What follows belongs to an exercise in optimizing a design on an open flow for a short achievable clock period; a production flow would make more cautious choices.
Function was checked by simulation only, so behaviour that the tests miss may differ from the original.
Power figures rest on the tool's default switching activity, not on a simulated workload.

[design/flow/run.sh]
#!/bin/bash
# synth_recipe.tcl (not shown) runs the flow's synth.tcl, then flattens the netlist and writes it again
# the make line also repeats each setting of config.mk as NAME=value (left out here)
make -C /OpenROAD-flow-scripts/flow DESIGN_CONFIG=/design/flow/config.mk WORK_HOME=/design/flow/orfs CLKGATE_MAP_FILE= SYNTH_SCRIPT=/design/flow/synth_recipe.tcl finish
[design/flow/config.mk]
export PLATFORM = sky130hd
export DESIGN_NAME = shared_fifo_bank_top
export DESIGN_NICKNAME = shared_fifo_bank_top
export VERILOG_FILES = /design/flow/design.v
export SDC_FILE = /design/flow/constraint.sdc
export NUM_CORES = 4
export LEC_CHECK = 0
export CAP_MARGIN = 20
export CORE_MARGIN = 2
export CORE_UTILIZATION = 40
export SETUP_SLACK_MARGIN = 0.3
export SLEW_MARGIN = 20
[design/flow/constraint.sdc]
create_clock -name core_clock -period 9.0 [get_ports {clk}]
set_input_delay 1.8000 -clock core_clock [delete_from_list [all_inputs] [get_ports {clk}]]
set_output_delay 1.8000 -clock core_clock [all_outputs]
set_load 0.01 [all_outputs]
[design/flow/design.v]
package shared_fifo_bank_pkg;
  typedef enum logic [1:0] {
    ENQ_NONE,
    ENQ_PUSH,
    ENQ_REINSERT
  } enq_src_e;
  function automatic integer idx_width(input integer num_flows);
    idx_width = $clog2(num_flows + 1);
  endfunction
  function automatic integer ptr_width(input integer total_depth);
    ptr_width = (total_depth > 1) ? $clog2(total_depth) : 1;
  endfunction
  function automatic integer cnt_width(input integer total_depth);
    cnt_width = $clog2(total_depth + 1);
  endfunction
  function automatic integer sel_width(input integer num_flows);
    sel_width = (num_flows > 1) ? $clog2(num_flows) : 1;
  endfunction
endpackage
module shared_fifo_free_list
#(
  parameter int TOTAL_DEPTH = 64,
  localparam int PTR_WIDTH = shared_fifo_bank_pkg::ptr_width(TOTAL_DEPTH),
  localparam int CNT_WIDTH = shared_fifo_bank_pkg::cnt_width(TOTAL_DEPTH)
) (
  input  logic                 clk,
  input  logic                 reset,
  input  logic                 alloc_req,
  output logic [PTR_WIDTH-1:0] alloc_ptr,
  input  logic                 release_valid,
  input  logic [PTR_WIDTH-1:0] release_ptr,
  output logic [CNT_WIDTH-1:0] free_count
);
  logic [CNT_WIDTH-1:0] fresh;
  logic [CNT_WIDTH-1:0] fl_count;
  logic [PTR_WIDTH-1:0] fl_head;
  logic [PTR_WIDTH-1:0] fl_next [TOTAL_DEPTH];
  logic                 from_fresh;
  logic                 list_alloc;
  assign from_fresh = (fresh != CNT_WIDTH'(TOTAL_DEPTH));
  assign list_alloc = alloc_req && !from_fresh;
  assign alloc_ptr  = from_fresh ? fresh[PTR_WIDTH-1:0] : fl_head;
  assign free_count = CNT_WIDTH'(TOTAL_DEPTH) - fresh + fl_count;
  always_ff @(posedge clk or negedge reset) begin
    if (!reset) begin
      fresh    <= '0;
      fl_head  <= '0;
      fl_count <= '0;
    end else begin
      if (alloc_req && from_fresh) fresh <= fresh + CNT_WIDTH'(1);
      if (release_valid && list_alloc) begin
        fl_head <= release_ptr;
      end else if (release_valid) begin
        fl_head  <= release_ptr;
        fl_count <= fl_count + CNT_WIDTH'(1);
      end else if (list_alloc) begin
        fl_head  <= fl_next[fl_head];
        fl_count <= fl_count - CNT_WIDTH'(1);
      end
    end
  end
  always_ff @(posedge clk) begin
    if (release_valid) fl_next[release_ptr] <= list_alloc ? fl_next[fl_head] : fl_head;
  end
endmodule
module shared_fifo_bank
#(
  parameter int NUM_FLOWS    = 16,
  parameter int TOTAL_DEPTH  = 64,
  parameter int MAX_PER_FLOW = 64,
  parameter int DATA_WIDTH   = 8,
  localparam int IDX_WIDTH = shared_fifo_bank_pkg::idx_width(NUM_FLOWS),
  localparam int PTR_WIDTH = shared_fifo_bank_pkg::ptr_width(TOTAL_DEPTH),
  localparam int CNT_WIDTH = shared_fifo_bank_pkg::cnt_width(TOTAL_DEPTH)
) (
  input  logic                  clk,
  input  logic                  reset,
  input  logic                  i__push_valid,
  input  logic [IDX_WIDTH-1:0]  i__push_flow_id,
  input  logic [DATA_WIDTH-1:0] i__push_data,
  output logic                  o__push_ready,
  input  logic                  i__reinsert_valid,
  input  logic [DATA_WIDTH-1:0] i__reinsert_data,
  input  logic [IDX_WIDTH-1:0]  i__pop_flow_id,
  input  logic                  i__pop,
  output logic                  o__pop_valid,
  output logic [DATA_WIDTH-1:0] o__pop_data,
  output logic [CNT_WIDTH-1:0]  o__pop_flow_count,
  output logic [CNT_WIDTH-1:0]  o__free_count,
  output logic                  o__overflow
);
  localparam int SEL_WIDTH = shared_fifo_bank_pkg::sel_width(NUM_FLOWS);
  logic [DATA_WIDTH-1:0] data     [TOTAL_DEPTH];
  logic [PTR_WIDTH-1:0]  next_ptr [TOTAL_DEPTH];
  logic [PTR_WIDTH-1:0]  head     [NUM_FLOWS];
  logic [PTR_WIDTH-1:0]  tail     [NUM_FLOWS];
  logic [CNT_WIDTH-1:0]  count    [NUM_FLOWS];
  logic                  overflow_q;
  logic [SEL_WIDTH-1:0]  pop_sel, push_sel, enq_sel;
  logic                  pop_in_range, push_in_range;
  logic                  do_pop, do_push, reinsert_ok, reinsert_drop, reuse;
  shared_fifo_bank_pkg::enq_src_e              enq_src;
  logic                  enq_valid, link_tail;
  logic [DATA_WIDTH-1:0] enq_data;
  logic [CNT_WIDTH-1:0]  enq_count;
  logic [PTR_WIDTH-1:0]  new_ptr, alloc_ptr;
  logic [CNT_WIDTH-1:0]  free_count;
  logic [NUM_FLOWS-1:0]  pop_hit, enq_hit;
  assign pop_sel       = i__pop_flow_id[SEL_WIDTH-1:0];
  assign push_sel      = i__push_flow_id[SEL_WIDTH-1:0];
  assign pop_in_range  = (i__pop_flow_id < IDX_WIDTH'(NUM_FLOWS));
  assign push_in_range = (i__push_flow_id < IDX_WIDTH'(NUM_FLOWS));
  assign o__pop_valid      = pop_in_range && (count[pop_sel] != '0);
  assign o__pop_data       = o__pop_valid ? data[head[pop_sel]] : '0;
  assign o__pop_flow_count = pop_in_range ? count[pop_sel] : '0;
  assign o__free_count     = free_count;
  assign o__overflow       = overflow_q;
  assign o__push_ready = !i__reinsert_valid && push_in_range &&
                         (count[push_sel] < CNT_WIDTH'(MAX_PER_FLOW)) && (free_count != '0);
  assign do_pop        = i__pop && o__pop_valid;
  assign do_push       = i__push_valid && o__push_ready;
  assign reinsert_ok   = i__reinsert_valid && pop_in_range && ((free_count != '0) || do_pop);
  assign reinsert_drop = i__reinsert_valid && !reinsert_ok;
  assign reuse         = reinsert_ok && do_pop;
  always_comb begin
    enq_src  = shared_fifo_bank_pkg::ENQ_NONE;
    enq_sel  = push_sel;
    enq_data = i__push_data;
    if (reinsert_ok) begin
      enq_src  = shared_fifo_bank_pkg::ENQ_REINSERT;
      enq_sel  = pop_sel;
      enq_data = i__reinsert_data;
    end else if (do_push) begin
      enq_src = shared_fifo_bank_pkg::ENQ_PUSH;
    end
    enq_valid = (enq_src != shared_fifo_bank_pkg::ENQ_NONE);
    enq_count = count[enq_sel];
    new_ptr   = reuse ? head[pop_sel] : alloc_ptr;
    link_tail = enq_valid && ((do_pop && pop_sel == enq_sel) ? (enq_count > CNT_WIDTH'(1))
                                                              : (enq_count != '0));
    for (int f = 0; f < NUM_FLOWS; f++) begin
      pop_hit[f] = do_pop && (pop_sel == SEL_WIDTH'(f));
      enq_hit[f] = enq_valid && (enq_sel == SEL_WIDTH'(f));
    end
  end
  shared_fifo_free_list #(
    .TOTAL_DEPTH(TOTAL_DEPTH)
  ) u_free_list (
    .clk          (clk),
    .reset        (reset),
    .alloc_req    (enq_valid && !reuse),
    .alloc_ptr    (alloc_ptr),
    .release_valid(do_pop && !reuse),
    .release_ptr  (head[pop_sel]),
    .free_count   (free_count)
  );
  always_ff @(posedge clk or negedge reset) begin
    if (!reset) begin
      for (int f = 0; f < NUM_FLOWS; f++) begin
        head[f]  <= '0;
        tail[f]  <= '0;
        count[f] <= '0;
      end
      overflow_q <= 1'b0;
    end else begin
      if (reinsert_drop) overflow_q <= 1'b1;
      for (int f = 0; f < NUM_FLOWS; f++) begin
        if (pop_hit[f] && enq_hit[f]) begin
          head[f] <= (count[f] == CNT_WIDTH'(1)) ? new_ptr : next_ptr[head[f]];
          tail[f] <= new_ptr;
        end else if (pop_hit[f]) begin
          head[f]  <= next_ptr[head[f]];
          count[f] <= count[f] - CNT_WIDTH'(1);
        end else if (enq_hit[f]) begin
          if (count[f] == '0) head[f] <= new_ptr;
          tail[f]  <= new_ptr;
          count[f] <= count[f] + CNT_WIDTH'(1);
        end
      end
    end
  end
  always_ff @(posedge clk) begin
    if (enq_valid) begin
      data[new_ptr] <= enq_data;
      if (link_tail) next_ptr[tail[enq_sel]] <= new_ptr;
    end
  end
endmodule
module shared_fifo_bank_top (
  input  logic       clk,
  input  logic       reset,
  input  logic       i__push_valid,
  input  logic [4:0] i__push_flow_id,
  input  logic [7:0] i__push_data,
  output logic       o__push_ready,
  input  logic       i__reinsert_valid,
  input  logic [7:0] i__reinsert_data,
  input  logic [4:0] i__pop_flow_id,
  input  logic       i__pop,
  output logic       o__pop_valid,
  output logic [7:0] o__pop_data,
  output logic [6:0] o__pop_flow_count,
  output logic [6:0] o__free_count,
  output logic       o__overflow
);
  shared_fifo_bank #(
    .NUM_FLOWS   (16),
    .TOTAL_DEPTH (64),
    .MAX_PER_FLOW(8),
    .DATA_WIDTH  (8)
  ) u_bank (
    .clk              (clk),
    .reset            (reset),
    .i__push_valid    (i__push_valid),
    .i__push_flow_id  (i__push_flow_id),
    .i__push_data     (i__push_data),
    .o__push_ready    (o__push_ready),
    .i__reinsert_valid(i__reinsert_valid),
    .i__reinsert_data (i__reinsert_data),
    .i__pop_flow_id   (i__pop_flow_id),
    .i__pop           (i__pop),
    .o__pop_valid     (o__pop_valid),
    .o__pop_data      (o__pop_data),
    .o__pop_flow_count(o__pop_flow_count),
    .o__free_count    (o__free_count),
    .o__overflow      (o__overflow)
  );
endmodule
==> notes.md <==
* Status: finished clean
* Post-synth top area cell: mux4_2
* Mean post-synth cell area at 14.6 um2
* CP delay by family, top: simple AND/OR/NAND/NOR gates
* Setup Viol. Count Final at 0
* Max Slew Vio Count at 0
* Crit path from: i__pop_flow_id[2]
* CP peak stage delay at between 700 and 800 ps
* Clock latency on the worst-skew pair at slightly above 900 ps
* Seq/Total Area, Yosys at 0.389
* Top_reg_cell synth: edfxtp_1
* R2R Setup Slk at 1310 ps
* Die area at just over 300000 um2
* Routability cong. at around 1.0
* Flops & latches, synth at 1605
* First-pass GRT wire length at 736000 um
* Setup crit end kind: output pin
* CTS buffer count at approximately 180
* Post-route ant nets at 0
* R2R Path End: u_bank.next_ptr[24][2]$_DFFE_PP_
* Vias at 93258
* Final Util at 0.445
* Most frequent cells in the layout: mux4_2 (2142), edfxtp_1 (1280), nor2_1 (575)
* Core area at approximately 300000 um2
* Final setup TNS at 0 ps
* Max Freq at approximately 0.12 GHz
* Final hold slack at 463 ps
* Critical Path RT at 7200 ps
* Die Ht at 551 um
* Top cells by area, synth: mux4_2 (40%), edfxtp_1 (32%), dfrtp_1 (6.8%)
* Tightest Hold Check Type: register to register
* Asr flop ratio synth at 0.202
* Setup Skew at 80.1 ps
* Max_slew headroom at 0.176
* Startpoint types: input pin
* Final Hold Fails at 0
* DRC Markers at 0
* CTS tree: done
* Crit Reg-Reg Startpoint: u_bank.u_free_list.fresh[1]$_DFFE_PN0P_
* Boundary pin count at between 50 and 60
* Crit-path cells: buf_4 -> buf_4 -> buf_4 -> mux2_2 -> a221oi_1 -> nor3_1 -> o32a_1 -> nor2_1 -> nand2_1 -> o211ai_1 -> nor3_1 -> buf_4 -> clkdlybuf4s50_1
* Data arrival time of the worst path at between 6000 and 7000 ps
* Maxcap violations at 0
* Total chip power at 39.8 mW
* Buf+Inv Stages, Crit Path at 5
* Tightest Pin Transition at around 1200 ps
* Yosys warnings at 8
* Initial core utilization at 0.403
* Stages on the worst setup path at 13
* Vias per inst at 7.82
* Avg WL per Cell at 45.3 um
* Power density over the cells at approximately 300 nW/um2
* DIE WIDTH at 551 um
* Largest net degree at the start of global routing at 147
* Area growth, synth to finish at 10.5%
* Row count at 200
* Sequential power share at 0.282
* Post-synth net total at around 8400
* Antenna violations before repair at 45
* Top cell type's share of synthesized area at 0.403
* Buffers on Ports at 55
* Internal at 22.6 mW
* Clk pin slew, worst setup/hold paths at 60 ps
* First-pass iteration count of the detailed router at 9
* GRT Total Usage at 0.349
* Max clock buf depth at 4
* Sw frac at 0.432
* Distinct cells, synth at 98
* Clock share of power at 0.192
* Layout cells sized above 1 at 0.420
* Commonest non-fill, non-tap cell in the layout: mux4_2
* Combinational power share at 0.527
* Total gr overflow at 0
* Max FO, Critical Path at 38
* Kind of critical path: input pin to output pin
* Syn Inst Count at ~8000
* Minimum clock period at 8610 ps
* P_leak at about 42 nW
* DRT Wirelength at 540000 um
* CTS sink count at 1605
* Tcrit/Tclk final at 0.957
* CP max-delay cell: nor2_1
* EDFF count, synth at 1280
* Layout net count at 7963
* Vias in the first global route at 87552
* Worst Reg2Reg Path Length in Cells at 19
* Iteration-0 DRC Markers at 17972
* WHS Path Cells at 1
* Dpl hpwl at approximately 340000 um
* H-Tree Depth at 4
* Clk root buf: clkbuf_16
* Crit path to: o__pop_data[4]
* Most common cell on crit path: buf_4
* RSZ-0062 raised after global routing: no
* Psw at 17.2 mW
* Peak VDD IR at 381 uV
* Synthesized area at 120000 um2
## worst min-delay path by stage
stage                                                    start                                         end  slack (ps)
floorplan           u_bank.u_free_list.fl_count[0]$_DFFE_PN0P_  u_bank.u_free_list.fl_count[0]$_DFFE_PN0P_         460
global placement                 u_bank.overflow_q$_DFFE_PN0P_               u_bank.overflow_q$_DFFE_PN0P_         440
detailed placement               u_bank.overflow_q$_DFFE_PN0P_               u_bank.overflow_q$_DFFE_PN0P_         450
finish                           u_bank.overflow_q$_DFFE_PN0P_               u_bank.overflow_q$_DFFE_PN0P_         460
global route                     u_bank.overflow_q$_DFFE_PN0P_               u_bank.overflow_q$_DFFE_PN0P_         500
CTS                              u_bank.overflow_q$_DFFE_PN0P_               u_bank.overflow_q$_DFFE_PN0P_         470
## area by class of cell
cell class                      count  area [um2]
Inverter                          108         405
Multi-Input combinational cell   5264       68400
Antenna cell                       37        92.6
Clock buffer                      210        4700
Timing Repair Buffer              639        5750
Clock inverter                    122        1200
Tap cell                         3939        4930
Fill cell                       25922      165000
Sequential cell                  1605       46700
## Yosys cell counts (106+ instances only)
master,n
a21oi_1,275
buf_1,219
clkbuf_1,931
dfrtp_1,325
edfxtp_1,1280
ha_1,131
mux2_2,131
mux2i_1,125
mux4_2,2142
nand2_1,430
nand3_1,129
nor2_1,578
o21ai_0,132
o22ai_1,106
## metal layers
layer | track usage | routed length (um)
met4 | 0.236 | 47000
met5 | 0.0155 | 1170
met3 | 0.181 | 90400
met2 | 0.487 | 226000
met1 | 0.417 | 176000
## registers in the layout, summed over array words and instances (netlist names)
| signal | cells |
|---|---|
| u_bank.u_free_list.fl_head | 6 |
| u_bank.next_ptr | 384 |
| u_bank.u_free_list.fresh | 7 |
| u_bank.tail | 96 |
| u_bank.data | 512 |
| u_bank.head | 96 |
| u_bank.count | 112 |
| u_bank.u_free_list.fl_next | 384 |
| u_bank.u_free_list.fl_count | 7 |
| u_bank.overflow_q | 1 |
## through the flow
| stage | instance area, um2 | setup WS, ps | instances |
|---|---|---|---|
| after detailed placement | 126000 | 217 | 11549 |
| final | 132000 | 388 | 11924 |
| after global placement | 126000 | 239 | 11549 |
| after global routing | 132000 | 386 | 11888 |
| after CTS | 132000 | 307 | 11881 |
| after floorplan | 120000 | 972 | 8188 |
## power groups by stage
stage          Combinational, mW  Clock, mW  Sequential, mW
6_report                    20.9       7.62            11.2
5_1_grt                     21.1       7.94            11.2
4_1_cts                     19.8       7.70            11.1
3_5_place_dp                19.8          0            11.2
3_3_place_gp                19.5          0            11.2
2_1_floorplan               13.6          0            9.49
## worst register-to-register path: stages, from the launching register on
cell	delay [ps]
dfrtp_1	400
inv_1	120
ha_1	300
ha_1	190
inv_1	80
fa_1	530
inv_1	110
nor4_1	400
o211ai_1	520
o31ai_4	700
buf_4	460
a211oi_1	180
a32o_1	250
a221o_1	250
or4b_1	570
o32ai_4	630
buf_4	250
nand4_1	200
nor3_1	890
buf_4	350
## kinds of logic after synthesis
group,after synthesis,share of synthesized area
xor gates and xnor gates,134,0.00981
AOI/OAI and AO/OA,1009,0.0566
adders and majority gates,133,0.0140
muxes,2398,0.426
buffers and inverters,1321,0.0425
DFF,1605,0.389
and+or+nand+nor,1588,0.0620
## timing repair
item | in CTS | in global routing
pin swaps | 0 | 2
gates resized for setup | 1 | 3
endpoints found under the setup margin | 2 | 7
setup buffers | 0 | 2
hold buffers | 0 | 0
cloned | 0 | 2

-- separate check: timing with driven ports --
The results above use ideal ports. As a check the final layout listed here was re-extracted and re-timed, cells and wires unchanged.
Step 1: set_driving_cell puts a clkbuf_16 on clk and a buf_2 on each other input, an assumption about the parent block.
Step 2, shift: input delay + t, output delay - t, t = (earliest + latest rising clock arrival at the registers) / 2. This alone moves slack from input paths to output paths.
Three values: ideal, step 1, step 2; two values: the first two.
shift t [ns]: 0.974
setup slack, ns: 0.388 / 0.358 / 0.248
worst setup path at the end: input to register
After both steps this run still meets setup and hold. For this run, drivers alone change the setup slack by -0.030 ns; drivers and shift together by -0.140 ns.
